Background: an optimization exercise with open tools, aiming at small area and a short achievable clock period. Do not read the settings as production practice.
At most, simulation tests tie the RTL to the original design; equivalence was not proved.
The RTL of run 1 was laid out without a check of its function.
Power is estimated from default activity; no workload was simulated.

==> flow/design.v <==
`default_nettype none
package tkd_pkg;
    localparam int unsigned TKD_STACK_DEPTH = 64;
    localparam int unsigned KIND_W  = 4;
    localparam int unsigned DEPTH_W = 8;
    localparam int unsigned LEVEL_W = 9;
    localparam logic [DEPTH_W-1:0] DEPTH_MAX = 8'hFF;
    localparam logic [KIND_W-1:0] K_OTHER  = 4'd0;
    localparam logic [KIND_W-1:0] K_LBRACE = 4'd1;
    localparam logic [KIND_W-1:0] K_RBRACE = 4'd2;
    localparam logic [KIND_W-1:0] K_LPAREN = 4'd3;
    localparam logic [KIND_W-1:0] K_LBRK   = 4'd4;
    localparam logic [KIND_W-1:0] K_LBRK2  = 4'd5;
    localparam logic [KIND_W-1:0] K_RPAREN = 4'd6;
    localparam logic [KIND_W-1:0] K_RBRK   = 4'd7;
    localparam logic [KIND_W-1:0] K_RBRK2  = 4'd8;
    localparam logic [KIND_W-1:0] K_ELSE   = 4'd9;
    localparam logic [KIND_W-1:0] K_REPEAT = 4'd10;
    localparam logic [KIND_W-1:0] K_IF     = 4'd11;
    localparam logic [KIND_W-1:0] K_FOR    = 4'd12;
    localparam logic [KIND_W-1:0] K_WHILE  = 4'd13;
    typedef struct packed {
        logic take;    
        logic clear;   
        logic push;
        logic pop;
    } tkd_stk_cmd_t;
    typedef struct packed {
        logic empty;   
        logic full;    
        logic over;    
    } tkd_stk_stat_t;
endpackage
`default_nettype wire
`default_nettype none
module tkd_cell #(
    parameter int unsigned DATA_W = 8
) (
    input  wire logic              clk,
    input  wire logic              hold,
    input  wire logic              shift_dn,
    input  wire logic              shift_up,
    input  wire logic [DATA_W-1:0] prev_data,
    input  wire logic [DATA_W-1:0] next_data,
    output logic      [DATA_W-1:0] data
);
    logic [DATA_W-1:0] data_reg;
    always_ff @(posedge clk)
    begin
        data_reg <= ~(({DATA_W{hold}} & data_reg) |
                      ({DATA_W{shift_dn}} & prev_data) |
                      ({DATA_W{shift_up}} & next_data));
    end
    assign data = data_reg;
endmodule
`default_nettype wire
`default_nettype none
module tkd_stack
#(
    parameter int unsigned STACK_DEPTH = tkd_pkg::TKD_STACK_DEPTH,
    parameter int unsigned DATA_W      = 8
) (
    input  wire logic              clk,
    input  wire logic              hold,
    input  wire logic              shift_dn,
    input  wire logic              shift_up,
    input  wire logic [DATA_W-1:0] wdata_enc,   
    output logic      [DATA_W-1:0] first_enc,   
    output logic      [DATA_W-1:0] second_enc   
);
    logic [DATA_W-1:0] cell_q [STACK_DEPTH];
    for (genvar i = 0; i < STACK_DEPTH; i++)
    begin : g_cell
        logic [DATA_W-1:0] from_prev;
        logic [DATA_W-1:0] from_next;
        if (i == 0)
        begin : g_first
            assign from_prev = wdata_enc;
        end
        else
        begin : g_mid
            assign from_prev = cell_q[i-1];
        end
        if (i == STACK_DEPTH - 1)
        begin : g_last
            assign from_next = cell_q[i];
        end
        else
        begin : g_inner
            assign from_next = cell_q[i+1];
        end
        tkd_cell #(
            .DATA_W (DATA_W)
        ) u_cell (
            .clk       (clk),
            .hold      (hold),
            .shift_dn  (shift_dn),
            .shift_up  (shift_up),
            .prev_data (from_prev),
            .next_data (from_next),
            .data      (cell_q[i])
        );
    end
    assign first_enc  = cell_q[0];
    assign second_enc = cell_q[1];
endmodule
`default_nettype wire
`default_nettype none
module tkd_pre2 (
    input  wire logic [1:0] a,
    output logic      [3:0] y
);
    assign y[0] = (a == 2'd0);
    assign y[1] = (a == 2'd1);
    assign y[2] = (a == 2'd2);
    assign y[3] = (a == 2'd3);
endmodule
module tkd_decode (
    input  wire logic [3:0] hi,    
    input  wire logic [3:0] lo,    
    output logic lbrace,
    output logic rbrace,
    output logic lparen,
    output logic rparen,
    output logic up1,        
    output logic up2,        
    output logic dn1,        
    output logic dn2,        
    output logic else_rep,   
    output logic ctrl        
);
    assign lbrace   = hi[0] && lo[1];
    assign rbrace   = hi[0] && lo[2];
    assign lparen   = hi[0] && lo[3];
    assign rparen   = hi[1] && lo[2];
    assign up1      = (hi[0] && lo[3]) || (hi[1] && lo[0]);
    assign up2      = hi[1] && lo[1];
    assign dn1      = hi[1] && (lo[2] || lo[3]);
    assign dn2      = hi[2] && lo[0];
    assign else_rep = hi[2] && (lo[1] || lo[2]);
    assign ctrl     = (hi[2] && lo[3]) || (hi[3] && (lo[0] || lo[1]));
endmodule
module tkd_inc #(
    parameter int unsigned W = 8,
    parameter int          C = 1
) (
    input  wire logic [W-1:0] a,
    output logic      [W-1:0] y
);
    assign y = a + W'(C);
endmodule
module tkd_pick #(
    parameter int unsigned W = 8
) (
    input  wire logic [W-1:0] a,
    input  wire logic [W-1:0] a_p1,
    input  wire logic [W-1:0] a_p2,
    input  wire logic [W-1:0] a_m1,
    input  wire logic [W-1:0] a_m2,
    input  wire logic         sol,
    input  wire logic [1:0]   sol_val,   
    input  wire logic         p1,
    input  wire logic         p2,
    input  wire logic         m1,
    input  wire logic         m2,
    output logic      [W-1:0] y
);
    logic g_p1, g_p2, g_m1, g_m2, g_hold;
    assign g_p1   = !sol && p1;
    assign g_p2   = !sol && p2;
    assign g_m1   = !sol && m1;
    assign g_m2   = !sol && m2;
    assign g_hold = !sol && !(p1 || p2 || m1 || m2);
    assign y = ({W{g_p1}} & a_p1) | ({W{g_p2}} & a_p2) | ({W{g_m1}} & a_m1) |
               ({W{g_m2}} & a_m2) | ({W{g_hold}} & a) | ({W{sol}} & W'(sol_val));
endmodule
module tkd_level #(
    parameter int unsigned W = 8
) (
    input  wire logic [W-1:0] b,
    input  wire logic [W-1:0] k,
    input  wire logic [W-1:0] t,
    input  wire logic [W:0]   bk,
    output logic      [W:0]   level
);
    logic [W:0] bk_t;
    assign bk_t  = bk - {1'b0, t};
    assign level = (k > t) ? bk_t : {1'b0, b};
endmodule
module tkd_cnt_flags #(
    parameter int unsigned PTR_W = 7,
    parameter int unsigned DEPTH = 64
) (
    input  wire logic [PTR_W-1:0] cnt,
    output logic cpush,    
    output logic cpop,     
    output logic one,      
    output logic le2       
);
    assign cpush = (cnt < PTR_W'(DEPTH));
    assign cpop  = (cnt != '0) && (cnt <= PTR_W'(DEPTH));
    assign one   = (cnt == PTR_W'(1));
    assign le2   = (cnt <= PTR_W'(2));
endmodule
module tkd_out_sel #(
    parameter int unsigned W = 8
) (
    input  wire logic         load,
    input  wire logic         clear,   
    input  wire logic [W-1:0] d,
    input  wire logic [W-1:0] q,
    output logic      [W-1:0] y
);
    assign y = load ? (clear ? '0 : d) : q;
endmodule
`default_nettype wire
`default_nettype none
module token_nesting_depth_tracker
#(
    parameter int unsigned STACK_DEPTH = tkd_pkg::TKD_STACK_DEPTH
) (
    input  wire logic               clk,
    input  wire logic               rst_n,
    input  wire logic               in_valid,
    output logic                    in_stall,
    input  wire logic [tkd_pkg::KIND_W-1:0]  token_kind,
    input  wire logic               start_of_list,
    output logic                    out_valid,
    input  wire logic               out_stall,
    output logic      [tkd_pkg::DEPTH_W-1:0] curly_depth,
    output logic      [tkd_pkg::DEPTH_W-1:0] bracket_depth,
    output logic      [tkd_pkg::DEPTH_W-1:0] enclosing_base,
    output logic      [tkd_pkg::LEVEL_W-1:0] nest_level,
    output logic                    stack_overflow
);
    localparam int unsigned DW    = tkd_pkg::DEPTH_W;
    localparam int unsigned PTR_W = $clog2(2 * STACK_DEPTH);
    logic          accept;
    logic          sol;
    logic          out_valid_reg;
    logic          phase_reg;
    logic [DW-1:0]    brace_reg, bracket_reg;
    logic [DW:0]      bk_reg;        
    logic             cbrace_reg;    
    logic             cparen_reg;    
    logic [PTR_W-1:0] bptr_reg, pptr_reg;
    logic [DW-1:0]    btop_reg;      
    logic [DW-1:0]    bsec_reg;      
    logic             ptop_reg;      
    logic             b_cpush_reg;   
    logic             b_cpop_reg;    
    logic             b_le2_reg;     
    logic             p_cpush_reg;
    logic             p_cpop_reg;
    logic             p_one_reg;     
    tkd_cnt_flags #(.PTR_W(PTR_W), .DEPTH(STACK_DEPTH)) u_bflags (
        .cnt   (bptr_reg),
        .cpush (b_cpush_reg),
        .cpop  (b_cpop_reg),
        .one   (),
        .le2   (b_le2_reg)
    );
    tkd_cnt_flags #(.PTR_W(PTR_W), .DEPTH(STACK_DEPTH)) u_pflags (
        .cnt   (pptr_reg),
        .cpush (p_cpush_reg),
        .cpop  (p_cpop_reg),
        .one   (p_one_reg),
        .le2   ()
    );
    logic             b_hold_reg, b_dn_reg, b_up_reg;
    logic [DW-1:0]    b_pdata_reg;   
    logic             p_hold_reg, p_dn_reg, p_up_reg;
    logic             p_pdata_reg;
    logic k_lbrace, k_rbrace, k_lparen, k_rparen;
    logic k_up1, k_up2, k_dn1, k_dn2;
    logic k_else_rep, k_ctrl;
    logic [3:0] kind_hi, kind_lo;
    tkd_pre2 u_pre_hi (.a(token_kind[3:2]), .y(kind_hi));
    tkd_pre2 u_pre_lo (.a(token_kind[1:0]), .y(kind_lo));
    tkd_decode u_dec (
        .hi       (kind_hi),
        .lo       (kind_lo),
        .lbrace   (k_lbrace),
        .rbrace   (k_rbrace),
        .lparen   (k_lparen),
        .rparen   (k_rparen),
        .up1      (k_up1),
        .up2      (k_up2),
        .dn1      (k_dn1),
        .dn2      (k_dn2),
        .else_rep (k_else_rep),
        .ctrl     (k_ctrl)
    );
    assign in_stall = out_valid_reg && out_stall;
    assign accept   = in_valid && !in_stall;
    assign sol      = start_of_list;
    logic [DW-1:0] brow0_enc, brow1_enc;
    logic [0:0]    prow0_enc, prow1_enc;
    tkd_stack #(
        .STACK_DEPTH (STACK_DEPTH - 2),
        .DATA_W      (DW)
    ) u_base_stack (
        .clk        (clk),
        .hold       (b_hold_reg),
        .shift_dn   (b_dn_reg),
        .shift_up   (b_up_reg),
        .wdata_enc  (b_pdata_reg),
        .first_enc  (brow0_enc),
        .second_enc (brow1_enc)
    );
    tkd_stack #(
        .STACK_DEPTH (STACK_DEPTH - 1),
        .DATA_W      (1)
    ) u_paren_stack (
        .clk        (clk),
        .hold       (p_hold_reg),
        .shift_dn   (p_dn_reg),
        .shift_up   (p_up_reg),
        .wdata_enc  (p_pdata_reg),
        .first_enc  (prow0_enc),
        .second_enc (prow1_enc)
    );
    logic [DW-1:0] brow0;
    logic          prow0;
    assign brow0 = {DW{phase_reg}} ^ (b_dn_reg ? b_pdata_reg : (b_up_reg ? brow1_enc : brow0_enc));
    assign prow0 = phase_reg ^ (p_dn_reg ? p_pdata_reg : (p_up_reg ? prow1_enc[0] : prow0_enc[0]));
    logic b_push, b_pop, p_push, p_pop;
    assign b_push = k_lbrace && (sol || b_cpush_reg);
    assign b_pop  = k_rbrace && !sol && b_cpop_reg;
    assign p_push = k_lparen && (sol || p_cpush_reg);
    assign p_pop  = k_rparen && !sol && p_cpop_reg;
    logic br_max, br_zero;
    logic k_max, k_max1, k_zero, k_one;
    logic bp_max, bp_zero, pp_max, pp_zero;
    assign br_max  = (brace_reg == '1);
    assign br_zero = (brace_reg == '0);
    assign k_max   = (bracket_reg == '1);
    assign k_max1  = (bracket_reg == DW'(254));
    assign k_zero  = (bracket_reg == '0);
    assign k_one   = (bracket_reg == DW'(1));
    assign bp_max  = (bptr_reg == '1);
    assign bp_zero = (bptr_reg == '0);
    assign pp_max  = (pptr_reg == '1);
    assign pp_zero = (pptr_reg == '0);
    logic br_p1, br_m1;              
    logic k_p1, k_p2, k_m1, k_m2;    
    logic bp_p1, bp_m1, pp_p1, pp_m1;
    assign br_p1 = k_lbrace && !br_max;
    assign br_m1 = k_rbrace && !br_zero;
    assign k_p1  = (k_up1 || (k_up2 && k_max1)) && !k_max;
    assign k_p2  = k_up2 && !k_max && !k_max1;
    assign k_m1  = (k_dn1 || (k_dn2 && k_one)) && !k_zero;
    assign k_m2  = k_dn2 && !k_zero && !k_one;
    assign bp_p1 = k_lbrace && !bp_max;
    assign bp_m1 = k_rbrace && !bp_zero;
    assign pp_p1 = k_lparen && !pp_max;
    assign pp_m1 = k_rparen && !pp_zero;
    logic [1:0] k_sol;               
    assign k_sol = k_up2 ? 2'd2 : (k_up1 ? 2'd1 : 2'd0);
    logic [DW-1:0]    brace_p1, brace_m1;
    logic [DW-1:0]    bracket_p1, bracket_p2, bracket_m1, bracket_m2;
    logic [DW:0]      bk_p1, bk_p2, bk_m1, bk_m2;
    logic [PTR_W-1:0] bptr_p1, bptr_m1, pptr_p1, pptr_m1;
    tkd_inc #(.W(DW),    .C(1))  u_brace_p1   (.a(brace_reg),   .y(brace_p1));
    tkd_inc #(.W(DW),    .C(-1)) u_brace_m1   (.a(brace_reg),   .y(brace_m1));
    tkd_inc #(.W(DW),    .C(1))  u_bracket_p1 (.a(bracket_reg), .y(bracket_p1));
    tkd_inc #(.W(DW),    .C(2))  u_bracket_p2 (.a(bracket_reg), .y(bracket_p2));
    tkd_inc #(.W(DW),    .C(-1)) u_bracket_m1 (.a(bracket_reg), .y(bracket_m1));
    tkd_inc #(.W(DW),    .C(-2)) u_bracket_m2 (.a(bracket_reg), .y(bracket_m2));
    tkd_inc #(.W(DW+1),  .C(1))  u_bk_p1      (.a(bk_reg),      .y(bk_p1));
    tkd_inc #(.W(DW+1),  .C(2))  u_bk_p2      (.a(bk_reg),      .y(bk_p2));
    tkd_inc #(.W(DW+1),  .C(-1)) u_bk_m1      (.a(bk_reg),      .y(bk_m1));
    tkd_inc #(.W(DW+1),  .C(-2)) u_bk_m2      (.a(bk_reg),      .y(bk_m2));
    tkd_inc #(.W(PTR_W), .C(1))  u_bptr_p1    (.a(bptr_reg),    .y(bptr_p1));
    tkd_inc #(.W(PTR_W), .C(-1)) u_bptr_m1    (.a(bptr_reg),    .y(bptr_m1));
    tkd_inc #(.W(PTR_W), .C(1))  u_pptr_p1    (.a(pptr_reg),    .y(pptr_p1));
    tkd_inc #(.W(PTR_W), .C(-1)) u_pptr_m1    (.a(pptr_reg),    .y(pptr_m1));
    logic [DW-1:0]    brace_next, bracket_next;
    logic [DW:0]      bk_next;
    logic [PTR_W-1:0] bptr_next, pptr_next;
    tkd_pick #(.W(DW)) u_brace_pick (
        .a (brace_reg), .a_p1 (brace_p1), .a_p2 (brace_p1), .a_m1 (brace_m1), .a_m2 (brace_m1),
        .sol (sol), .sol_val ({1'b0, k_lbrace}),
        .p1 (br_p1), .p2 (1'b0), .m1 (br_m1), .m2 (1'b0),
        .y (brace_next)
    );
    tkd_pick #(.W(DW)) u_bracket_pick (
        .a (bracket_reg), .a_p1 (bracket_p1), .a_p2 (bracket_p2), .a_m1 (bracket_m1), .a_m2 (bracket_m2),
        .sol (sol), .sol_val (k_sol),
        .p1 (k_p1), .p2 (k_p2), .m1 (k_m1), .m2 (k_m2),
        .y (bracket_next)
    );
    tkd_pick #(.W(DW+1)) u_bk_pick (
        .a (bk_reg), .a_p1 (bk_p1), .a_p2 (bk_p2), .a_m1 (bk_m1), .a_m2 (bk_m2),
        .sol (sol), .sol_val (k_lbrace ? 2'd1 : k_sol),
        .p1 (k_p1 || br_p1), .p2 (k_p2), .m1 (k_m1 || br_m1), .m2 (k_m2),
        .y (bk_next)
    );
    tkd_pick #(.W(PTR_W)) u_bptr_pick (
        .a (bptr_reg), .a_p1 (bptr_p1), .a_p2 (bptr_p1), .a_m1 (bptr_m1), .a_m2 (bptr_m1),
        .sol (sol), .sol_val ({1'b0, k_lbrace}),
        .p1 (bp_p1), .p2 (1'b0), .m1 (bp_m1), .m2 (1'b0),
        .y (bptr_next)
    );
    tkd_pick #(.W(PTR_W)) u_pptr_pick (
        .a (pptr_reg), .a_p1 (pptr_p1), .a_p2 (pptr_p1), .a_m1 (pptr_m1), .a_m2 (pptr_m1),
        .sol (sol), .sol_val ({1'b0, k_lparen}),
        .p1 (pp_p1), .p2 (1'b0), .m1 (pp_m1), .m2 (1'b0),
        .y (pptr_next)
    );
    logic [DW-1:0] btop_next, bsec_next;
    logic          ptop_next;
    logic          cbrace_next;
    always_comb
    begin
        if (sol)
        begin
            btop_next   = '0;
            bsec_next   = '0;
            ptop_next   = 1'b0;
            cbrace_next = k_else_rep;
        end
        else
        begin
            btop_next   = b_push ? (cbrace_reg ? btop_reg : bracket_reg) :
                          (b_pop ? bsec_reg : btop_reg);
            bsec_next   = b_push ? btop_reg :
                          (b_pop ? (b_le2_reg ? '0 : brow0) : bsec_reg);
            ptop_next   = p_push ? cparen_reg :
                          (p_pop ? (!p_one_reg && prow0) : ptop_reg);
            cbrace_next = k_else_rep || (k_rparen && p_cpop_reg && ptop_reg);
        end
    end
    always_ff @(posedge clk or negedge rst_n)
    begin
        if (!rst_n)
        begin
            brace_reg   <= '0;
            bracket_reg <= '0;
            bk_reg      <= '0;
            bptr_reg    <= '0;
            pptr_reg    <= '0;
            cbrace_reg  <= 1'b0;
            cparen_reg  <= 1'b0;
            btop_reg    <= '0;
            bsec_reg    <= '0;
            ptop_reg    <= 1'b0;
        end
        else if (accept)
        begin
            brace_reg   <= brace_next;
            bracket_reg <= bracket_next;
            bk_reg      <= bk_next;
            bptr_reg    <= bptr_next;
            pptr_reg    <= pptr_next;
            cbrace_reg  <= cbrace_next;
            cparen_reg  <= k_ctrl;
            btop_reg    <= btop_next;
            bsec_reg    <= bsec_next;
            ptop_reg    <= ptop_next;
        end
    end
    always_ff @(posedge clk)
    begin
        b_dn_reg    <= accept && b_push;
        b_up_reg    <= accept && b_pop;
        b_hold_reg  <= !(accept && (b_push || b_pop));
        b_pdata_reg <= bsec_reg ^ {DW{!phase_reg}};
        p_dn_reg    <= accept && p_push;
        p_up_reg    <= accept && p_pop;
        p_hold_reg  <= !(accept && (p_push || p_pop));
        p_pdata_reg <= ptop_reg ^ !phase_reg;
    end
    always_ff @(posedge clk or negedge rst_n)
    begin
        if (!rst_n)
        begin
            phase_reg <= 1'b0;
        end
        else
        begin
            phase_reg <= !phase_reg;
        end
    end
    always_ff @(posedge clk or negedge rst_n)
    begin
        if (!rst_n)
        begin
            out_valid_reg <= 1'b0;
        end
        else if (accept)
        begin
            out_valid_reg <= 1'b1;
        end
        else if (!out_stall)
        begin
            out_valid_reg <= 1'b0;
        end
    end
    logic [DW:0] level_r;
    tkd_level #(.W(DW)) u_level (
        .b     (brace_reg),
        .k     (bracket_reg),
        .t     (btop_reg),
        .bk    (bk_reg),
        .level (level_r)
    );
    logic [DW-1:0]                 brace_out_reg;
    logic [DW-1:0]                 bracket_out_reg;
    logic [DW-1:0]                 base_out_reg;
    logic [tkd_pkg::LEVEL_W-1:0]   level_out_reg;
    logic                          ovf_out_reg;
    logic [DW-1:0]                 brace_out_d, bracket_out_d, base_out_d;
    logic [tkd_pkg::LEVEL_W-1:0]   level_out_d;
    logic                          ovf_out_d;
    logic                          ovf_r;
    assign ovf_r = (k_lbrace && !b_cpush_reg) || (k_lparen && !p_cpush_reg);
    tkd_out_sel #(.W(DW)) u_brace_out (
        .load (accept), .clear (sol), .d (brace_reg), .q (brace_out_reg), .y (brace_out_d)
    );
    tkd_out_sel #(.W(DW)) u_bracket_out (
        .load (accept), .clear (sol), .d (bracket_reg), .q (bracket_out_reg), .y (bracket_out_d)
    );
    tkd_out_sel #(.W(DW)) u_base_out (
        .load (accept), .clear (sol), .d (btop_reg), .q (base_out_reg), .y (base_out_d)
    );
    tkd_out_sel #(.W(tkd_pkg::LEVEL_W)) u_level_out (
        .load (accept), .clear (sol), .d (level_r), .q (level_out_reg), .y (level_out_d)
    );
    tkd_out_sel #(.W(1)) u_ovf_out (
        .load (accept), .clear (sol), .d (ovf_r), .q (ovf_out_reg), .y (ovf_out_d)
    );
    always_ff @(posedge clk)
    begin
        brace_out_reg   <= brace_out_d;
        bracket_out_reg <= bracket_out_d;
        base_out_reg    <= base_out_d;
        level_out_reg   <= level_out_d;
        ovf_out_reg     <= ovf_out_d;
    end
    assign out_valid      = out_valid_reg;
    assign curly_depth    = brace_out_reg;
    assign bracket_depth  = bracket_out_reg;
    assign enclosing_base = base_out_reg;
    assign nest_level     = level_out_reg;
    assign stack_overflow = ovf_out_reg;
endmodule
`default_nettype wire
==> flow/run.sh <==
#!/bin/bash
# synth_recipe.tcl (not shown) runs the flow's synth.tcl, then flattens the netlist and writes it again
# the make line also repeats each setting of config.mk as NAME=value (left out here)
make -C /OpenROAD-flow-scripts/flow DESIGN_CONFIG=/design/flow/config.mk WORK_HOME=/design/flow/orfs CLKGATE_MAP_FILE= SYNTH_SCRIPT=/design/flow/synth_recipe.tcl finish
==> flow/config.mk <==
export PLATFORM = sky130hd
export DESIGN_NAME = token_nesting_depth_tracker
export DESIGN_NICKNAME = token_nesting_depth_tracker
export VERILOG_FILES = /design/flow/design.v
export SDC_FILE = /design/flow/constraint.sdc
export NUM_CORES = 4
export LEC_CHECK = 0
export CAP_MARGIN = 20
export CORE_MARGIN = 2
export CORE_UTILIZATION = 45
export CTS_CLUSTER_DIAMETER = 150
export CTS_CLUSTER_SIZE = 25
export PLACE_DENSITY = 0.5
export SETUP_SLACK_MARGIN = 2.1
export SLEW_MARGIN = 20
export SYNTH_HIERARCHICAL = 1
==> flow/constraint.sdc <==
create_clock -name core_clock -period 4.4 [get_ports {clk}]
set_input_delay 0.8800 -clock core_clock [delete_from_list [all_inputs] [get_ports {clk}]]
set_output_delay 0.8800 -clock core_clock [all_outputs]
set_load 0.01 [all_outputs]
==> qor.csv, run 1 <==
stage;metric;value;unit
worst_hold_path;HP Class;in2async;
critical_path;kind of end point of the critical path;register;
timing;minimum clock period;2360;ps
cells_and_area;post-layout util;48.9;%
timing;RSZ-0062 raised after global routing;yes;
yosys;average size of a mapped cell;11.7;um2
timing;final setup fails;0;
grt;largest net degree at the start of global routing;256;
power_and_ir_drop;Pleak;0.0108;uW
detailed_routing;DR iter-0 viols;3944;
yosys;Post-Synthesis Cell Area;26700;um2
placed_design;routability cong.;0.817;
cells_and_area;most common cell after layout, fill and taps aside;dfxtp_1;
timing;setup tns final;0;ps
cells_and_area;nets;2269;
floorplanning;Core Area;58800;um2
clocking;CTS tree;done;
timing;Hold Vio Cnt, Final;0;
clocking;clk sink count;668;
grt;vias in the first global route;17400;
power_and_ir_drop;pwr dens;712;nW/um2
critical_path;CP max FO;5;
floorplanning;die area;61300;um2
floorplanning;Die W;248;um
clocking;latest clock arrival within the worst-skew pair;640;ps
detailed_routing;vias per cell;6.58;
detailed_routing;DRC;0;
critical_path;Worst Path Required;4970;ps
timing;Max-slew headroom;26.6;%
grt;GRT Overall Usage;17.1;%
clocking;total CTS buffers;30;
clocking;Clock Root Buffer;clkbuf_16;
run_status;outcome;timing/DRC/antenna clean;
timing;clock skew;34.6;ps
yosys;warnings from Yosys;13;
critical_path;Worst EP arrival;2930;ps
floorplanning;die height;248;um
clocking;maximum root-to-sink buffer count;3;
cells_and_area;P&R area growth vs syn;7.84;%
grt;initial antenna violation count;0;
detailed_routing;Avg WL per Cell;18.4;um
cells_and_area;share of cells above drive strength 1;17.0;%
floorplanning;num ports;45;
floorplanning;FP Rows;89;
critical_path;type of element launching the critical path;input pin;
cells_and_area;n_diodes;0;
detailed_routing;WL final;55.5;mm
yosys;Synth Instances;2273;
grt;Remaining Overflow, GRT;0;
clocking;CTS clock-pin slew for the worst setup and hold paths;120;ps
placed_design;hpwl dp;31.1;mm
detailed_routing;via count;19800;
floorplanning;initial core utilization;45.4;%
timing;Tcrit/Tclk final;53.7;%
power_and_ir_drop;maximum vdd drop;406;uV
timing;Worst Max-Slew Pin Slew;1100;ps
cells_and_area;Fillers;5317;
detailed_routing;drt first pass iters;17;
clocking;H-tree depth;1;
timing;upper clock frequency limit;423;MHz
detailed_routing;ANT nets after route;0;
cells_and_area;most frequent cells in the layout;dfxtp_1 (601), a222oi_1 (559), nand2_1 (155);
timing;Slew Viols, Final;0;
critical_path;critical path type;in2reg;
grt;first-pass GRT wire length;90.4;mm
run;MaxCap Viol Count;0;
placed_design;Port Buffers;44;
cells_and_area;max reg flops;496;
## metrics by stage
stage          setup WS [ps]  area [um2]  hold WS [ps]  total power [uW]  instances
3_3_place_gp             805       27000           442             16600       2894
2_1_floorplan           1620       26900           417             15500       2281
5_1_grt                 1960       28800           368             21900       3010
6_report                2040       28800           334             20500       3010
4_1_cts                 2030       28300           317             20300       2976
3_5_place_dp             784       27000           450             16900       2894
## per-layer routing
| metal | GRT usage, % | up-vias | part of all wire [%] |
|---|---|---|---|
| met2 | 27.3 | 503 | 45 |
| met5 | 0 | - | 0 |
| met3 | 1.81 | 63 | 4.2 |
| met1 | 24.8 | 9791 | 49 |
| met4 | 3.59 | 0 | 1.7 |
| li1 | - | 9441 | - |
## final cells by class
class                   instances  area (um2)  area share, %
well taps                     773         967           3.36
flip-flops and latches        668       13800           47.8
repair buffers                148        1330           4.61
inverters                      61         236          0.822
clock buffers                  38         781           2.71
multi-input cells            1320       11700           40.6
clock inverters                 2        38.8          0.135
## worst paths after layout
path	from	to	slack (ps)	depth (start not counted)
worst max-delay path	token_kind[0]	bk_reg[1]	2040	12
worst min-delay path	rst_n	pptr_reg[3]	330	1
worst max register to register	bracket_reg[4]	bk_reg[1]	2060	10
worst min register to register	u_base_stack.g_cell[45].u_cell.data_reg[2]	u_base_stack.g_cell[44].u_cell.data_reg[2]	450	1
max in group asynchronous	rst_n	btop_reg[2]	3080	2
min in group core_clock	u_base_stack.g_cell[45].u_cell.data_reg[2]	u_base_stack.g_cell[44].u_cell.data_reg[2]	450	1
## where the power goes
group / switching [uW] / total (uW) / internal (uW)
sequential: 2400 / 11400 / 8980
combinational: 2260 / 5990 / 3730
clock: 1850 / 3110 / 1260
total: 6510 / 20500 / 14000
## worst max-delay path, cell delays in order
cell and delay, ps:
buf_2 120, and2b_2 250, o21a_1 180, a31oi_1 130, a31oi_1 60, buf_4 170
or2_4 250, or4_4 470, nor2_8 160, a221o_2 160, nand2_1 50, nand2_1 50
## repair_timing
action / CTS / global route
hold buffers: 0 / 0
resized for setup: 123 / 48
gates cloned: 1 / 1
setup endpoints to repair: 100 / 56
buffers inserted: 41 / 33
pin swaps: 15 / 21
==> inputs of run 2 (changes only) <==
--- a/flow/design.v
+++ b/flow/design.v
@@ -150,12 +150,11 @@
     assign y = a + W'(C);
 endmodule
-module tkd_pick #(
+module tkd_pick2 #(
     parameter int unsigned W = 8
 ) (
     input  wire logic [W-1:0] a,
-    input  wire logic [W-1:0] a_p1,
-    input  wire logic [W-1:0] a_p2,
-    input  wire logic [W-1:0] a_m1,
-    input  wire logic [W-1:0] a_m2,
+    input  wire logic [W-2:0] hi_p1,     
+    input  wire logic [W-2:0] hi_m1,     
+    input  wire logic         en,        
     input  wire logic         sol,
     input  wire logic [1:0]   sol_val,   
@@ -166,12 +165,28 @@
     output logic      [W-1:0] y
 );
-    logic g_p1, g_p2, g_m1, g_m2, g_hold;
-    assign g_p1   = !sol && p1;
-    assign g_p2   = !sol && p2;
-    assign g_m1   = !sol && m1;
-    assign g_m2   = !sol && m2;
-    assign g_hold = !sol && !(p1 || p2 || m1 || m2);
-    assign y = ({W{g_p1}} & a_p1) | ({W{g_p2}} & a_p2) | ({W{g_m1}} & a_m1) |
-               ({W{g_m2}} & a_m2) | ({W{g_hold}} & a) | ({W{sol}} & W'(sol_val));
+    logic up, dn;
+    logic g_up, g_dn, g_same, g_sol;
+    assign up     = p2 || (p1 && a[0]);
+    assign dn     = m2 || (m1 && !a[0]);
+    assign g_up   = en && !sol && up;
+    assign g_dn   = en && !sol && dn;
+    assign g_same = !en || (!sol && !up && !dn);
+    assign g_sol  = en && sol;
+    assign y[W-1:1] = ({(W-1){g_up}} & hi_p1) | ({(W-1){g_dn}} & hi_m1) |
+                      ({(W-1){g_same}} & a[W-1:1]) | ({(W-1){g_sol}} & (W-1)'(sol_val[1]));
+    assign y[0]     = !en ? a[0] : (sol ? sol_val[0] : (a[0] ^ (p1 || m1)));
+endmodule
+module tkd_sel3 #(
+    parameter int unsigned W = 8
+) (
+    input  wire logic         s0,
+    input  wire logic [W-1:0] a0,
+    input  wire logic         s1,
+    input  wire logic [W-1:0] a1,
+    input  wire logic         s2,
+    input  wire logic [W-1:0] a2,
+    output logic      [W-1:0] y
+);
+    assign y = ({W{s0}} & a0) | ({W{s1}} & a1) | ({W{s2}} & a2);
 endmodule
 module tkd_level #(
@@ -333,14 +348,4 @@
     logic k_max, k_max1, k_zero, k_one;
     logic bp_max, bp_zero, pp_max, pp_zero;
-    assign br_max  = (brace_reg == '1);
-    assign br_zero = (brace_reg == '0);
-    assign k_max   = (bracket_reg == '1);
-    assign k_max1  = (bracket_reg == DW'(254));
-    assign k_zero  = (bracket_reg == '0);
-    assign k_one   = (bracket_reg == DW'(1));
-    assign bp_max  = (bptr_reg == '1);
-    assign bp_zero = (bptr_reg == '0);
-    assign pp_max  = (pptr_reg == '1);
-    assign pp_zero = (pptr_reg == '0);
     logic br_p1, br_m1;              
     logic k_p1, k_p2, k_m1, k_m2;    
@@ -358,78 +363,74 @@
     logic [1:0] k_sol;               
     assign k_sol = k_up2 ? 2'd2 : (k_up1 ? 2'd1 : 2'd0);
-    logic [DW-1:0]    brace_p1, brace_m1;
-    logic [DW-1:0]    bracket_p1, bracket_p2, bracket_m1, bracket_m2;
-    logic [DW:0]      bk_p1, bk_p2, bk_m1, bk_m2;
-    logic [PTR_W-1:0] bptr_p1, bptr_m1, pptr_p1, pptr_m1;
-    tkd_inc #(.W(DW),    .C(1))  u_brace_p1   (.a(brace_reg),   .y(brace_p1));
-    tkd_inc #(.W(DW),    .C(-1)) u_brace_m1   (.a(brace_reg),   .y(brace_m1));
-    tkd_inc #(.W(DW),    .C(1))  u_bracket_p1 (.a(bracket_reg), .y(bracket_p1));
-    tkd_inc #(.W(DW),    .C(2))  u_bracket_p2 (.a(bracket_reg), .y(bracket_p2));
-    tkd_inc #(.W(DW),    .C(-1)) u_bracket_m1 (.a(bracket_reg), .y(bracket_m1));
-    tkd_inc #(.W(DW),    .C(-2)) u_bracket_m2 (.a(bracket_reg), .y(bracket_m2));
-    tkd_inc #(.W(DW+1),  .C(1))  u_bk_p1      (.a(bk_reg),      .y(bk_p1));
-    tkd_inc #(.W(DW+1),  .C(2))  u_bk_p2      (.a(bk_reg),      .y(bk_p2));
-    tkd_inc #(.W(DW+1),  .C(-1)) u_bk_m1      (.a(bk_reg),      .y(bk_m1));
-    tkd_inc #(.W(DW+1),  .C(-2)) u_bk_m2      (.a(bk_reg),      .y(bk_m2));
-    tkd_inc #(.W(PTR_W), .C(1))  u_bptr_p1    (.a(bptr_reg),    .y(bptr_p1));
-    tkd_inc #(.W(PTR_W), .C(-1)) u_bptr_m1    (.a(bptr_reg),    .y(bptr_m1));
-    tkd_inc #(.W(PTR_W), .C(1))  u_pptr_p1    (.a(pptr_reg),    .y(pptr_p1));
-    tkd_inc #(.W(PTR_W), .C(-1)) u_pptr_m1    (.a(pptr_reg),    .y(pptr_m1));
+    logic [DW-2:0]    brace_hp, brace_hm;
+    logic [DW-2:0]    bracket_hp, bracket_hm;
+    logic [DW-1:0]    bk_hp, bk_hm;
+    logic [PTR_W-2:0] bptr_hp, bptr_hm, pptr_hp, pptr_hm;
+    tkd_inc #(.W(DW-1),  .C(1))  u_brace_hp   (.a(brace_reg[DW-1:1]), .y(brace_hp));
+    tkd_inc #(.W(DW-1),  .C(-1)) u_brace_hm   (.a(brace_reg[DW-1:1]), .y(brace_hm));
+    tkd_inc #(.W(DW-1),  .C(1))  u_bracket_hp (.a(bracket_reg[DW-1:1]), .y(bracket_hp));
+    tkd_inc #(.W(DW-1),  .C(-1)) u_bracket_hm (.a(bracket_reg[DW-1:1]), .y(bracket_hm));
+    tkd_inc #(.W(DW),    .C(1))  u_bk_hp      (.a(bk_reg[DW:1]),        .y(bk_hp));
+    tkd_inc #(.W(DW),    .C(-1)) u_bk_hm      (.a(bk_reg[DW:1]),        .y(bk_hm));
+    tkd_inc #(.W(PTR_W-1), .C(1))  u_bptr_hp  (.a(bptr_reg[PTR_W-1:1]), .y(bptr_hp));
+    tkd_inc #(.W(PTR_W-1), .C(-1)) u_bptr_hm  (.a(bptr_reg[PTR_W-1:1]), .y(bptr_hm));
+    tkd_inc #(.W(PTR_W-1), .C(1))  u_pptr_hp  (.a(pptr_reg[PTR_W-1:1]), .y(pptr_hp));
+    tkd_inc #(.W(PTR_W-1), .C(-1)) u_pptr_hm  (.a(pptr_reg[PTR_W-1:1]), .y(pptr_hm));
     logic [DW-1:0]    brace_next, bracket_next;
     logic [DW:0]      bk_next;
     logic [PTR_W-1:0] bptr_next, pptr_next;
-    tkd_pick #(.W(DW)) u_brace_pick (
-        .a (brace_reg), .a_p1 (brace_p1), .a_p2 (brace_p1), .a_m1 (brace_m1), .a_m2 (brace_m1),
-        .sol (sol), .sol_val ({1'b0, k_lbrace}),
+    tkd_pick2 #(.W(DW)) u_brace_pick (
+        .a (brace_reg), .hi_p1 (brace_hp), .hi_m1 (brace_hm),
+        .en (accept), .sol (sol), .sol_val ({1'b0, k_lbrace}),
         .p1 (br_p1), .p2 (1'b0), .m1 (br_m1), .m2 (1'b0),
         .y (brace_next)
     );
-    tkd_pick #(.W(DW)) u_bracket_pick (
-        .a (bracket_reg), .a_p1 (bracket_p1), .a_p2 (bracket_p2), .a_m1 (bracket_m1), .a_m2 (bracket_m2),
-        .sol (sol), .sol_val (k_sol),
+    tkd_pick2 #(.W(DW)) u_bracket_pick (
+        .a (bracket_reg), .hi_p1 (bracket_hp), .hi_m1 (bracket_hm),
+        .en (accept), .sol (sol), .sol_val (k_sol),
         .p1 (k_p1), .p2 (k_p2), .m1 (k_m1), .m2 (k_m2),
         .y (bracket_next)
     );
-    tkd_pick #(.W(DW+1)) u_bk_pick (
-        .a (bk_reg), .a_p1 (bk_p1), .a_p2 (bk_p2), .a_m1 (bk_m1), .a_m2 (bk_m2),
-        .sol (sol), .sol_val (k_lbrace ? 2'd1 : k_sol),
+    tkd_pick2 #(.W(DW+1)) u_bk_pick (
+        .a (bk_reg), .hi_p1 (bk_hp), .hi_m1 (bk_hm),
+        .en (accept), .sol (sol), .sol_val (k_lbrace ? 2'd1 : k_sol),
         .p1 (k_p1 || br_p1), .p2 (k_p2), .m1 (k_m1 || br_m1), .m2 (k_m2),
         .y (bk_next)
     );
-    tkd_pick #(.W(PTR_W)) u_bptr_pick (
-        .a (bptr_reg), .a_p1 (bptr_p1), .a_p2 (bptr_p1), .a_m1 (bptr_m1), .a_m2 (bptr_m1),
-        .sol (sol), .sol_val ({1'b0, k_lbrace}),
+    tkd_pick2 #(.W(PTR_W)) u_bptr_pick (
+        .a (bptr_reg), .hi_p1 (bptr_hp), .hi_m1 (bptr_hm),
+        .en (accept), .sol (sol), .sol_val ({1'b0, k_lbrace}),
         .p1 (bp_p1), .p2 (1'b0), .m1 (bp_m1), .m2 (1'b0),
         .y (bptr_next)
     );
-    tkd_pick #(.W(PTR_W)) u_pptr_pick (
-        .a (pptr_reg), .a_p1 (pptr_p1), .a_p2 (pptr_p1), .a_m1 (pptr_m1), .a_m2 (pptr_m1),
-        .sol (sol), .sol_val ({1'b0, k_lparen}),
+    tkd_pick2 #(.W(PTR_W)) u_pptr_pick (
+        .a (pptr_reg), .hi_p1 (pptr_hp), .hi_m1 (pptr_hm),
+        .en (accept), .sol (sol), .sol_val ({1'b0, k_lparen}),
         .p1 (pp_p1), .p2 (1'b0), .m1 (pp_m1), .m2 (1'b0),
         .y (pptr_next)
     );
-    logic [DW-1:0] btop_next, bsec_next;
-    logic          ptop_next;
+    logic [DW-1:0] btop_d, bsec_d;
+    logic          ptop_d;
     logic          cbrace_next;
-    always_comb
-    begin
-        if (sol)
-        begin
-            btop_next   = '0;
-            bsec_next   = '0;
-            ptop_next   = 1'b0;
-            cbrace_next = k_else_rep;
-        end
-        else
-        begin
-            btop_next   = b_push ? (cbrace_reg ? btop_reg : bracket_reg) :
-                          (b_pop ? bsec_reg : btop_reg);
-            bsec_next   = b_push ? btop_reg :
-                          (b_pop ? (b_le2_reg ? '0 : brow0) : bsec_reg);
-            ptop_next   = p_push ? cparen_reg :
-                          (p_pop ? (!p_one_reg && prow0) : ptop_reg);
-            cbrace_next = k_else_rep || (k_rparen && p_cpop_reg && ptop_reg);
-        end
-    end
+    logic          bt_k, bt_t, bt_s, bs_t, bs_r, bs_s, pt_c, pt_r, pt_p;
+    assign bt_k = accept && !sol && b_push && !cbrace_reg;
+    assign bt_s = accept && !sol && b_pop;
+    assign bt_t = !accept || (!sol && !b_pop && !(b_push && !cbrace_reg));
+    assign bs_t = accept && !sol && b_push;
+    assign bs_r = accept && !sol && b_pop && !b_le2_reg;
+    assign bs_s = !accept || (!sol && !b_push && !b_pop);
+    assign pt_c = accept && !sol && p_push;
+    assign pt_r = accept && !sol && p_pop && !p_one_reg;
+    assign pt_p = !accept || (!sol && !p_push && !p_pop);
+    tkd_sel3 #(.W(DW)) u_btop_sel (
+        .s0 (bt_k), .a0 (bracket_reg), .s1 (bt_s), .a1 (bsec_reg), .s2 (bt_t), .a2 (btop_reg), .y (btop_d)
+    );
+    tkd_sel3 #(.W(DW)) u_bsec_sel (
+        .s0 (bs_t), .a0 (btop_reg), .s1 (bs_r), .a1 (brow0), .s2 (bs_s), .a2 (bsec_reg), .y (bsec_d)
+    );
+    tkd_sel3 #(.W(1)) u_ptop_sel (
+        .s0 (pt_c), .a0 (cparen_reg), .s1 (pt_r), .a1 (prow0), .s2 (pt_p), .a2 (ptop_reg), .y (ptop_d)
+    );
+    assign cbrace_next = k_else_rep || (!sol && k_rparen && p_cpop_reg && ptop_reg);
     always_ff @(posedge clk or negedge rst_n)
     begin
@@ -441,11 +442,9 @@
             bptr_reg    <= '0;
             pptr_reg    <= '0;
-            cbrace_reg  <= 1'b0;
-            cparen_reg  <= 1'b0;
             btop_reg    <= '0;
             bsec_reg    <= '0;
             ptop_reg    <= 1'b0;
         end
-        else if (accept)
+        else
         begin
             brace_reg   <= brace_next;
@@ -454,9 +453,40 @@
             bptr_reg    <= bptr_next;
             pptr_reg    <= pptr_next;
+            btop_reg    <= btop_d;
+            bsec_reg    <= bsec_d;
+            ptop_reg    <= ptop_d;
+        end
+    end
+    always_ff @(posedge clk or negedge rst_n)
+    begin
+        if (!rst_n)
+        begin
+            br_max      <= 1'b0;
+            br_zero     <= 1'b1;
+            k_max       <= 1'b0;
+            k_max1      <= 1'b0;
+            k_zero      <= 1'b1;
+            k_one       <= 1'b0;
+            bp_max      <= 1'b0;
+            bp_zero     <= 1'b1;
+            pp_max      <= 1'b0;
+            pp_zero     <= 1'b1;
+            cbrace_reg  <= 1'b0;
+            cparen_reg  <= 1'b0;
+        end
+        else if (accept)
+        begin
+            br_max      <= (brace_next == '1);
+            br_zero     <= (brace_next == '0);
+            k_max       <= (bracket_next == '1);
+            k_max1      <= (bracket_next == DW'(254));
+            k_zero      <= (bracket_next == '0);
+            k_one       <= (bracket_next == DW'(1));
+            bp_max      <= (bptr_next == '1);
+            bp_zero     <= (bptr_next == '0);
+            pp_max      <= (pptr_next == '1);
+            pp_zero     <= (pptr_next == '0);
             cbrace_reg  <= cbrace_next;
             cparen_reg  <= k_ctrl;
-            btop_reg    <= btop_next;
-            bsec_reg    <= bsec_next;
-            ptop_reg    <= ptop_next;
         end
     end
--- a/flow/config.mk
+++ b/flow/config.mk
@@ -10,5 +10,5 @@
 export CORE_UTILIZATION = 45
 export CTS_CLUSTER_DIAMETER = 150
-export CTS_CLUSTER_SIZE = 25
+export CTS_CLUSTER_SIZE = 20
 export PLACE_DENSITY = 0.5
 export SETUP_SLACK_MARGIN = 2.1
==> run 2 against run 1 <==
Area after synthesis shrank 4.2%. Die area fell by 4.2%. Total power is 3.7% lower. Critical path depth rose by 2. Critical path type unchanged. Largest cell class unchanged. Highest routed layer unchanged.
==> qor.csv, run 2 <==
stage;metric;value;unit;change
floorplanning;Die W;242;um;-2.1%
critical_path;type of element launching the critical path;input pin;;
timing;upper clock frequency limit;383;MHz;-9.6%
critical_path;Worst EP arrival;3120;ps;+190 ps
critical_path;Worst Path Required;4910;ps;-60 ps
clocking;CTS clock-pin slew for the worst setup and hold paths;90;ps;-30 ps
run;MaxCap Viol Count;0;;unchanged
cells_and_area;most frequent cells in the layout;dfxtp_1 (602), a222oi_1 (576), buf_4 (85);;
clocking;clk sink count;678;;+1.5%
placed_design;DP Cell Count;2679;;-7.4%
clocking;maximum root-to-sink buffer count;3;;unchanged
timing;Worst Max-Slew Pin Slew;949;ps;-152 ps
floorplanning;die height;242;um;-2.1%
yosys;Synth Instances;2050;;-9.8%
timing;minimum clock period;2610;ps;+250 ps
clocking;H-tree depth;2;;+1
worst_hold_path;HP Class;reg2reg;;
detailed_routing;Avg WL per Cell;18.3;um;-0.66%
timing;worst setup margin;1790;ps;-250 ps
critical_path;CP max FO;8;;+3
timing;Hold Vio Cnt, Final;0;;unchanged
run_status;outcome;timing/DRC/antenna clean;;
grt;initial antenna violation count;0;;unchanged
detailed_routing;via count;18600;;-5.9%
floorplanning;initial core utilization;45.4;%;about the same
timing;Max-slew headroom;36.7;%;+10 points
timing;Slew Viols, Final;0;;unchanged
placed_design;Post-Place Setup Slack;683;ps;-101 ps
grt;GRT Overall Usage;16.5;%;-0.56 points
power_and_ir_drop;pwr dens;705;nW/um2;-1.0%
grt;Remaining Overflow, GRT;0;;unchanged
timing;final setup fails;0;;unchanged
cells_and_area;Finished Layout Cells;2817;;-6.4%
cells_and_area;max reg flops;496;;unchanged
power_and_ir_drop;Pleak;0.0106;uW;-1.3%
yosys;warnings from Yosys;13;;unchanged
clocking;CTS tree;done;;
timing;WHS;450;ps;+116 ps
floorplanning;FP Rows;87;;-2.2%
cells_and_area;n_diodes;0;;unchanged
critical_path;critical path type;in2reg;;
placed_design;Port Buffers;44;;unchanged
grt;largest net degree at the start of global routing;210;;-18%
placed_design;routability cong.;0.783;;-4.2%
placed_design;hpwl dp;28.1;mm;-9.7%
timing;RSZ-0062 raised after global routing;yes;;
detailed_routing;DR iter-0 viols;3598;;-8.8%
cells_and_area;P&R area growth vs syn;9.53;%;
timing;Tcrit/Tclk final;59.4;%;+5.7 points
detailed_routing;DRC;0;;unchanged
detailed_routing;vias per cell;6.61;;+0.56%
clocking;Clock Root Buffer;clkbuf_16;;
cells_and_area;share of cells above drive strength 1;18.3;%;+1.3 points
yosys;average size of a mapped cell;12.5;um2;+6.2%
floorplanning;die area;58700;um2;-4.2%
grt;vias in the first global route;16700;;-4.1%
detailed_routing;drt first pass iters;17;;unchanged
detailed_routing;WL final;51.6;mm;-7.0%
yosys;Post-Synthesis Cell Area;25600;um2;-4.2%
critical_path;kind of end point of the critical path;register;;
floorplanning;num ports;45;;unchanged
power_and_ir_drop;maximum vdd drop;413;uV;+1.8%
timing;clock skew;17.7;ps;-16.9 ps
cells_and_area;most common cell after layout, fill and taps aside;dfxtp_1;;
timing;setup tns final;0;ps;unchanged
cells_and_area;nets;2089;;-7.9%
clocking;latest clock arrival within the worst-skew pair;570;ps;-70 ps
clocking;total CTS buffers;39;;+30%
floorplanning;Core Area;56300;um2;-4.3%
power_and_ir_drop;Overall Power;19700;uW;-3.7%
detailed_routing;ANT nets after route;0;;unchanged
grt;first-pass GRT wire length;84.6;mm;-6.4%
==> run 2: timing repair <==
action | 4_1_cts | 5_1_grt
gates cloned | 2 | 0
resized for setup | 106 | 73
pin swaps | 42 | 51
hold buffers | 0 | 0
setup buffers | 43 | 44
endpoints found under the setup margin | 98 | 46
==> run 2: worst max-delay path, stage by stage <==
cell and delay [ps]:
buf_8 100, and2_4 150, and2_4 130, a21o_1 170, a21oi_2 150, nor2_2 80
a21o_4 240, and3_2 190, a221o_1 270, buf_4 140, nor4_2 210, nand2_1 140
buf_4 150, o21ai_1 100
==> run 2: through the flow <==
stage | area (um2) | utilization [%]
2_1_floorplan | 25700 | -
3_3_place_gp | 25900 | 46.0
3_5_place_dp | 25900 | 46.0
4_1_cts | 27400 | 48.6
5_1_grt | 28000 | 49.7
6_report | 28000 | 49.7
==> run 2: worst paths after layout <==
| check | startpoint | end | slack, ps | cells past startpoint |
|---|---|---|---|---|
| min | level_out_reg[7] | level_out_reg[7] | 450 | 2 |
| min reg2reg | level_out_reg[7] | level_out_reg[7] | 450 | 2 |
| min in group asynchronous | rst_n | bk_reg[8] | 500 | 2 |
| max | token_kind[0] | k_one | 1790 | 14 |
| max in group asynchronous | rst_n | bptr_reg[4] | 3200 | 2 |
| max reg2reg | bracket_reg[2] | k_one | 2010 | 11 |
==> run 2: per-layer routing <==
| metal | global-route usage, % | share of wire [%] | up-vias | wire length (um) |
|---|---|---|---|---|
| met5 | 0 | 0 | - | 0 |
| met2 | 26.4 | 46 | 452 | 23900 |
| met4 | 4.43 | 2.0 | 0 | 1030 |
| met1 | 23.2 | 47 | 9339 | 24300 |
| met3 | 2.56 | 4.4 | 62 | 2290 |
| li1 | - | - | 8779 | - |
==> run 2: power breakdown <==
part | internal [uW] | switching [uW] | leakage (uW)
Combinational | 3090 | 1490 | 0.00417
Sequential | 9140 | 2420 | 0.00597
Clock | 1630 | 1950 | 0.000502
==> run 2: area by class of cell <==
class                      instances  area (um2)
clock buffer                      48        1020
clock inverter                     1        8.76
fill                            5064       28300
inverter                          70         290
multi-input combinational       1115       10400
sequential                       678       14000
tap                              756         946
timing repair buffer             147        1310
timing repair inverter             2        17.5
==> inputs of run 3 (changes only) <==
--- a/flow/design.v
+++ b/flow/design.v
@@ -433,4 +433,47 @@
     );
     assign cbrace_next = k_else_rep || (!sol && k_rparen && p_cpop_reg && ptop_reg);
+    logic br_254, br_1, k_253, k_252, k_2, k_3, bp_126, bp_1, pp_126, pp_1;
+    logic br_max_next, br_zero_next;
+    logic k_max_next, k_max1_next, k_zero_next, k_one_next;
+    logic bp_max_next, bp_zero_next, pp_max_next, pp_zero_next;
+    assign br_254 = (brace_reg == DW'(254));
+    assign br_1   = (brace_reg == DW'(1));
+    assign k_253  = (bracket_reg == DW'(253));
+    assign k_252  = (bracket_reg == DW'(252));
+    assign k_2    = (bracket_reg == DW'(2));
+    assign k_3    = (bracket_reg == DW'(3));
+    assign bp_126 = (bptr_reg == PTR_W'(126));
+    assign bp_1   = (bptr_reg == PTR_W'(1));
+    assign pp_126 = (pptr_reg == PTR_W'(126));
+    assign pp_1   = (pptr_reg == PTR_W'(1));
+    always_comb
+    begin
+        if (sol)
+        begin
+            br_max_next  = 1'b0;
+            br_zero_next = !k_lbrace;
+            k_max_next   = 1'b0;
+            k_max1_next  = 1'b0;
+            k_zero_next  = (k_sol == 2'd0);
+            k_one_next   = (k_sol == 2'd1);
+            bp_max_next  = 1'b0;
+            bp_zero_next = !k_lbrace;
+            pp_max_next  = 1'b0;
+            pp_zero_next = !k_lparen;
+        end
+        else
+        begin
+            br_max_next  = br_p1 ? br_254 : (br_m1 ? 1'b0 : br_max);
+            br_zero_next = br_p1 ? 1'b0 : (br_m1 ? br_1 : br_zero);
+            k_max_next   = k_p1 ? k_max1 : (k_p2 ? k_253 : ((k_m1 || k_m2) ? 1'b0 : k_max));
+            k_max1_next  = k_p1 ? k_253 : (k_p2 ? k_252 : (k_m1 ? k_max : (k_m2 ? 1'b0 : k_max1)));
+            k_zero_next  = (k_p1 || k_p2) ? 1'b0 : (k_m1 ? k_one : (k_m2 ? k_2 : k_zero));
+            k_one_next   = k_p1 ? k_zero : (k_p2 ? 1'b0 : (k_m1 ? k_2 : (k_m2 ? k_3 : k_one)));
+            bp_max_next  = bp_p1 ? bp_126 : (bp_m1 ? 1'b0 : bp_max);
+            bp_zero_next = bp_p1 ? 1'b0 : (bp_m1 ? bp_1 : bp_zero);
+            pp_max_next  = pp_p1 ? pp_126 : (pp_m1 ? 1'b0 : pp_max);
+            pp_zero_next = pp_p1 ? 1'b0 : (pp_m1 ? pp_1 : pp_zero);
+        end
+    end
     always_ff @(posedge clk or negedge rst_n)
     begin
@@ -477,14 +520,14 @@
         else if (accept)
         begin
-            br_max      <= (brace_next == '1);
-            br_zero     <= (brace_next == '0);
-            k_max       <= (bracket_next == '1);
-            k_max1      <= (bracket_next == DW'(254));
-            k_zero      <= (bracket_next == '0);
-            k_one       <= (bracket_next == DW'(1));
-            bp_max      <= (bptr_next == '1);
-            bp_zero     <= (bptr_next == '0);
-            pp_max      <= (pptr_next == '1);
-            pp_zero     <= (pptr_next == '0);
+            br_max      <= br_max_next;
+            br_zero     <= br_zero_next;
+            k_max       <= k_max_next;
+            k_max1      <= k_max1_next;
+            k_zero      <= k_zero_next;
+            k_one       <= k_one_next;
+            bp_max      <= bp_max_next;
+            bp_zero     <= bp_zero_next;
+            pp_max      <= pp_max_next;
+            pp_zero     <= pp_zero_next;
             cbrace_reg  <= cbrace_next;
             cparen_reg  <= k_ctrl;
==> run 3 against run 2 <==
Critical path depth shrank 7. Clock skew grew 4.2 ps. Worst hold slack lost 37 ps. Sequential cell count is the same. Highest routed layer unchanged. Via count is essentially flat. Sequential share of layout area grew 0.48 points. Largest power group unchanged. Sequential power is essentially flat. Critical endpoint is now bsec_reg[3]. Worst setup slack gained 340 ps. Area after synthesis grew 0.92%. Clock power grew 2%. Utilization shrank 0.65 points. Still clean on timing, DRC and antenna.
==> qor.csv, run 3 <==
stage;metric;value;unit;change
run_status;outcome;timing/DRC/antenna clean;;
placed_design;hpwl dp;28.5;mm;+1.6%
critical_path;critical path type;reg2reg;;
cells_and_area;most common cell after layout, fill and taps aside;dfxtp_1;;
grt;first-pass GRT wire length;84.4;mm;-0.28%
floorplanning;die height;243;um;+0.45%
clocking;clk sink count;678;;unchanged
timing;Worst Max-Slew Pin Slew;1050;ps;+100 ps
floorplanning;Core Area;56500;um2;+0.39%
detailed_routing;ANT nets after route;0;;unchanged
detailed_routing;Avg WL per Cell;18.8;um;+2.6%
placed_design;Post-Place Cell Area;26100;um2;+0.69%
timing;final setup fails;0;;unchanged
power_and_ir_drop;maximum vdd drop;383;uV;-7.1%
power_and_ir_drop;Sw Share;29.6;%;-0.16 points
cells_and_area;max reg flops;496;;unchanged
power_and_ir_drop;Pleak;0.0105;uW;-1.5%
yosys;Post-Synthesis Cell Area;25800;um2;+0.92%
detailed_routing;DR iter-0 viols;3768;;+4.7%
power_and_ir_drop;internal power;13700;uW;-1.3%
critical_path;CP max FO;10;;+2
timing;Hold Vio Cnt, Final;0;;unchanged
critical_path;kind of end point of the critical path;register;;
placed_design;Port Buffers;44;;unchanged
timing;minimum clock period;2270;ps;-343 ps
power_and_ir_drop;Combinational Power Share;22.0;%;-1.2 points
floorplanning;die area;59200;um2;+0.90%
power_and_ir_drop;P_sw;5740;uW;-2.1%
clocking;total CTS buffers;39;;unchanged
detailed_routing;via count;18600;;+0.016%
critical_path;R2R Setup Slk;2130;ps;+120 ps
timing;upper clock frequency limit;441;MHz;+15%
grt;vias in the first global route;16600;;-0.43%
power_and_ir_drop;clock network power share;18.7;%;+0.6 points
floorplanning;num ports;45;;unchanged
yosys;average size of a mapped cell;12.4;um2;-0.44%
grt;initial antenna violation count;0;;unchanged
detailed_routing;WL final;52.5;mm;+1.9%
critical_path;type of element launching the critical path;register;;
clocking;Clock Root Buffer;clkbuf_16;;
power_and_ir_drop;pwr dens;700;nW/um2;-0.63%
clocking;Post-CTS Hold Buffers;0;;unchanged
cells_and_area;share of cells above drive strength 1;15.5;%;-2.8 points
clocking;H-tree depth;2;;unchanged
cells_and_area;nets;2071;;-0.86%
worst_hold_path;HP Class;in2async;;
critical_path;Worst Path Required;4870;ps;-40 ps
clocking;latest clock arrival within the worst-skew pair;590;ps;+20 ps
cells_and_area;n_diodes;0;;unchanged
power_and_ir_drop;register share of total power;59.3;%;+0.7 points
cells_and_area;design area;27700;um2;-0.92%
grt;GRT Overall Usage;16.3;%;-0.16 points
floorplanning;initial core utilization;45.6;%;+0.24 points
timing;Tcrit/Tclk final;51.6;%;-7.8 points
cells_and_area;P&R area growth vs syn;7.53;%;
run;MaxCap Viol Count;0;;unchanged
power_and_ir_drop;Overall Power;19400;uW;-1.5%
yosys;warnings from Yosys;13;;unchanged
floorplanning;Die W;243;um;+0.45%
clocking;CTS tree;done;;
detailed_routing;vias per cell;6.66;;+0.70%
grt;Remaining Overflow, GRT;0;;unchanged
timing;Max-slew headroom;30.1;%;-6.7 points
timing;RSZ-0062 raised after global routing;yes;;
placed_design;routability cong.;0.785;;+0.32%
floorplanning;FP Rows;87;;unchanged
clocking;CTS clock-pin slew for the worst setup and hold paths;90;ps;about the same
timing;clock skew;21.9;ps;+4.20 ps
detailed_routing;drt first pass iters;13;;-4
grt;largest net degree at the start of global routing;276;;+31%
critical_path;Worst EP arrival;2740;ps;-380 ps
timing;setup tns final;0;ps;unchanged
yosys;Synth Instances;2078;;+1.4%
cells_and_area;most frequent cells in the layout;dfxtp_1 (602), a222oi_1 (576), inv_1 (63);;
detailed_routing;DRC;0;;unchanged
timing;Slew Viols, Final;0;;unchanged
clocking;maximum root-to-sink buffer count;3;;unchanged
-- run 3: area by class of cell --
type / count / area, um2
clock buffer: 47 / 1040
clock inverter: 1 / 30.0
fill: 5041 / 28800
inverter: 71 / 282
multi-input combinational: 1144 / 10500
sequential: 678 / 14000
tap: 756 / 946
timing repair buffer: 99 / 931
timing repair inverter: 2 / 17.5
-- run 3: critical path, cell delays in order (launching register included) --
cell and delay [ps]:
dfrtp_2 430, or4_4 560, nor3_4 160, xnor2_2 100, and3_2 300, nor2b_4 180
a222oi_1 360, inv_1 70
-- run 3: worst paths after layout --
path | from | cells after the start | to
setup / recovery | bptr_reg[3] | 7 | bsec_reg[3]
hold / removal | rst_n | 1 | brace_reg[3]
setup reg to reg | bptr_reg[3] | 7 | bsec_reg[3]
hold reg to reg | p_pdata_reg | 1 | u_paren_stack.g_cell[0].u_cell.data_reg
max in group asynchronous | rst_n | 1 | bptr_reg[4]
min in group core_clock | p_pdata_reg | 1 | u_paren_stack.g_cell[0].u_cell.data_reg
-- run 3: through the flow --
step	hold slack [ps]	utilization (%)	worst slack (ps)	instances
2_1_floorplan	417	-	1820	2090
3_3_place_gp	434	46.2	1070	2703
3_5_place_dp	441	46.2	988	2703
4_1_cts	451	48.3	2030	2763
5_1_grt	471	49.1	1990	2798
6_report	413	49.1	2130	2798
-- run 3: timing repair --
| action | in CTS | in global routing |
|---|---|---|
| pin swaps | 8 | 22 |
| hold endpoints to repair | 0 | 0 |
| gates resized for setup | 85 | 46 |
| gates cloned | 2 | 1 |
| endpoints found under the setup margin | 97 | 199 |
| buffers inserted | 10 | 33 |
-- run 3: power by group through the flow --
| stage | logic [uW] | clock network, uW | registers [uW] |
|---|---|---|---|
| final | 4270 | 3640 | 11500 |
| after detailed placement | 4070 | 0 | 11600 |
| after global placement | 3930 | 0 | 11600 |
| after global routing | 4720 | 4030 | 11900 |
| after CTS | 4120 | 3820 | 11500 |
| after floorplan | 3540 | 0 | 11000 |
-- run 3: metal layers --
| layer | vias to the layer above | GRT usage (%) | routed length (um) |
|---|---|---|---|
| met5 | - | 0 | 0 |
| met4 | 0 | 3.66 | 875 |
| met3 | 57 | 2.69 | 2260 |
| met2 | 396 | 26.2 | 24300 |
| met1 | 9361 | 23.1 | 25100 |
| li1 | 8821 | - | - |
==> inputs of run 4 (changes only) <==
--- a/flow/config.mk
+++ b/flow/config.mk
@@ -12,5 +12,5 @@
 export CTS_CLUSTER_SIZE = 20
 export PLACE_DENSITY = 0.5
-export SETUP_SLACK_MARGIN = 2.1
+export SETUP_SLACK_MARGIN = 2.25
 export SLEW_MARGIN = 20
 export SYNTH_HIERARCHICAL = 1
==> run 4 against run 3 <==
Still clean on timing, DRC and antenna. Worst setup slack better by 44 ps. Maximum frequency rose by 2.0%. Sequential share of layout area down 0.56 points. Count of clock-buffer cells in the layout is 3 higher. Total power is 0.82% higher. Utilization is 0.57 points higher. First-iteration DRC count shrank 3.4%. Final cell count increased by 0.71%. Clock skew is 1.0 ps lower. Die area is the same. Critical path type unchanged. Highest routed layer unchanged.
==> qor.csv, run 4 <==
stage;metric;value;unit;change
run_status;outcome;timing/DRC/antenna clean;;
timing;final setup fails;0;;unchanged
cells_and_area;n_diodes;0;;unchanged
yosys;average size of a mapped cell;12.4;um2;unchanged
floorplanning;FP Rows;87;;unchanged
detailed_routing;DRC;0;;unchanged
grt;Remaining Overflow, GRT;0;;unchanged
critical_path;Worst EP arrival;2700;ps;-40 ps
clocking;Post-CTS Hold Buffers;0;;unchanged
critical_path;slowest stage delay, CP;560;ps;about the same
floorplanning;num ports;45;;unchanged
detailed_routing;ANT nets after route;0;;unchanged
cells_and_area;most frequent cells in the layout;dfxtp_1 (602), a222oi_1 (576), inv_1 (62);;
timing;Tcrit/Tclk final;50.6;%;-0.99 points
timing;Max-slew headroom;35.8;%;+5.8 points
critical_path;CP dominant cell by count;nor2_4;;
cells_and_area;Finished Layout Cells;2818;;+0.71%
power_and_ir_drop;maximum vdd drop;401;uV;+4.7%
critical_path;critical path type;reg2reg;;
timing;Slew Viols, Final;0;;unchanged
floorplanning;Die W;243;um;unchanged
floorplanning;die height;243;um;unchanged
yosys;Post-Synthesis Cell Area;25800;um2;unchanged
critical_path;Setup crit start;bptr_reg[5];;
critical_path;kind of end point of the critical path;register;;
clocking;CTS clock-pin slew for the worst setup and hold paths;100;ps;about the same
critical_path;type of element launching the critical path;register;;
clocking;latest clock arrival within the worst-skew pair;590;ps;about the same
cells_and_area;Fillers;4987;;-1.1%
critical_path;Reg2Reg Launch Point;bptr_reg[5];;
floorplanning;initial core utilization;45.6;%;unchanged
power_and_ir_drop;Pleak;0.0106;uW;+0.73%
floorplanning;die area;59200;um2;unchanged
critical_path;Critical-path top delay cell;or4_4;;
critical_path;CP max FO;8;;-2
timing;clock skew;20.9;ps;-1.02 ps
clocking;H-tree depth;2;;unchanged
timing;setup tns final;0;ps;unchanged
critical_path;Worst Path Required;4880;ps;about the same
placed_design;Port Buffers;44;;unchanged
clocking;total CTS buffers;39;;unchanged
run;MaxCap Viol Count;0;;unchanged
clocking;clk sink count;678;;unchanged
detailed_routing;DR iter-0 viols;3639;;-3.4%
floorplanning;Core Area;56500;um2;unchanged
critical_path;R2R depth;9;;+2
detailed_routing;drt first pass iters;17;;+4
cells_and_area;post-layout util;49.7;%;+0.57 points
cells_and_area;FF+latch area;14000;um2;about the same
placed_design;DP Cell Count;2706;;+0.11%
critical_path;Reg-to-Reg End;bsec_reg[5];;
critical_path;CP cell instances;or4_4 -> nor3_4 -> xnor2_2 -> a21oi_2 -> nor2_4 -> nor2_4 -> buf_4 -> a222oi_1 -> inv_1;;
grt;GRT Overall Usage;16.8;%;+0.44 points
cells_and_area;P&R area growth vs syn;8.79;%;
timing;Worst Max-Slew Pin Slew;963;ps;-86.5 ps
cells_and_area;area of the multi-input gates;10700;um2;+1.5%
clocking;CTS tree;done;;
timing;upper clock frequency limit;449;MHz;+2.0%
timing;Hold Vio Cnt, Final;0;;unchanged
yosys;Synth Instances;2078;;unchanged
timing;minimum clock period;2220;ps;-43.8 ps
power_and_ir_drop;pwr dens;698;nW/um2;-0.34%
critical_path;Setup crit end;bsec_reg[5];;
detailed_routing;vias per cell;6.66;;about the same
detailed_routing;via count;18800;;+0.70%
grt;vias in the first global route;17100;;+3.1%
detailed_routing;WL final;53.4;mm;+1.7%
placed_design;routability cong.;0.831;;+5.8%
cells_and_area;share of cells above drive strength 1;17.4;%;+1.9 points
yosys;warnings from Yosys;13;;unchanged
cells_and_area;max reg flops;496;;unchanged
detailed_routing;Avg WL per Cell;19.0;um;+1.0%
cells_and_area;most common cell after layout, fill and taps aside;dfxtp_1;;
clocking;maximum root-to-sink buffer count;3;;unchanged
cells_and_area;nets;2088;;+0.82%
grt;largest net degree at the start of global routing;199;;-28%
worst_hold_path;HP Class;in2async;;
placed_design;hpwl dp;29.1;mm;+2.1%
timing;RSZ-0062 raised after global routing;yes;;
clocking;Clock Root Buffer;clkbuf_16;;
critical_path;R2R Setup Slk;2180;ps;+40 ps
grt;first-pass GRT wire length;86.7;mm;+2.8%
grt;initial antenna violation count;0;;unchanged
[run 4: critical path, delay by kind of cell (launching register included)]
| kind | cells | cell delay (ps) |
|---|---|---|
| DFF | 1 | 410 |
| buffers and inverters | 2 | 210 |
| and+or+nand+nor | 4 | 1030 |
| AOI/OAI and AO/OA | 2 | 300 |
| xor gates and xnor gates | 1 | 160 |
[run 4: worst min path at each step]
stage | start | endpoint | slack (ps)
3_3_place_gp | p_pdata_reg | u_paren_stack.g_cell[0].u_cell.data_reg | 430
2_1_floorplan | b_pdata_reg[6] | u_base_stack.g_cell[0].u_cell.data_reg[6] | 420
5_1_grt | rst_n | brace_reg[2] | 470
3_5_place_dp | p_pdata_reg | u_paren_stack.g_cell[0].u_cell.data_reg | 440
6_report | rst_n | brace_reg[5] | 430
4_1_cts | rst_n | brace_reg[2] | 450
[run 4: report_power, final]
group | switching (uW) | internal (uW) | leakage [uW]
clock network | 1980 | 1680 | 0.000522
registers | 2400 | 9120 | 0.00596
logic | 1430 | 2970 | 0.00408
[run 4: cell type report]
class | count | share of cell area (%)
clock buffer | 50 | 3.74
clock inverter | 1 | 0.107
inverter | 71 | 1.05
multi-input combinational | 1143 | 38.0
sequential | 678 | 49.8
tap | 756 | 3.37
timing repair buffer | 118 | 3.81
timing repair inverter | 1 | 0.0580
[run 4: repair_timing]
item | in CTS | in global routing
gates cloned | 1 | 0
endpoints found under the setup margin | 147 | 233
pin swaps | 21 | 38
buffers inserted | 32 | 28
hold endpoints to repair | 0 | 0
resized for setup | 127 | 64
[run 4: metal layers]
layer	share of wire, %	wire [um]	global-route usage (%)
met1	48	25500	23.8
met2	45	24300	26.5
met3	4.8	2590	2.67
met4	1.9	1030	4.33
met5	0	0	0
[run 4: stage by stage]
stage	total power, uW	hold slack [ps]	setup slack [ps]	cell area, um2
3_5_place_dp	15700	439	1060	26200
4_1_cts	19600	452	2110	27600
2_1_floorplan	14500	417	1820	26000
5_1_grt	20800	474	2050	28100
6_report	19600	427	2180	28100
3_3_place_gp	15500	432	1090	26200

## port drivers added, routing unchanged
Ports are ideal in the flow. The routed layouts listed here were re-timed in OpenROAD.
Step 1 assumes that a clkbuf_16 drives the clock port and a buf_2 every other input.
Step 2 adds t to the input delays and takes it off the output delays; t is the mean of the earliest and latest rising clock arrival at the registers after step 1. Input paths then give back, and output paths get back, about the clock's delay inside the block.
Slacks: no drivers / after step 1 / after step 2; pairs: no drivers / after step 1.
| run | shift t [ns] | setup WS [ns] | worst data-port slew with drivers (ns) |
|---|---|---|---|
| run 1 | 0.676 | 2.038 / 2.060 / 1.390 | 0.04 |
| run 2 | 0.627 | 1.788 / 1.791 / 1.164 | 0.07 |
| run 3 | 0.638 | 2.131 / 2.131 / 1.562 | 0.04 |
| run 4 | 0.638 | 2.175 / 2.175 / 1.655 | 0.06 |
After both steps setup and hold are still met in every run listed. For run 1, which loses most, drivers alone change the setup slack by +0.022 ns; drivers and shift together by -0.648 ns.
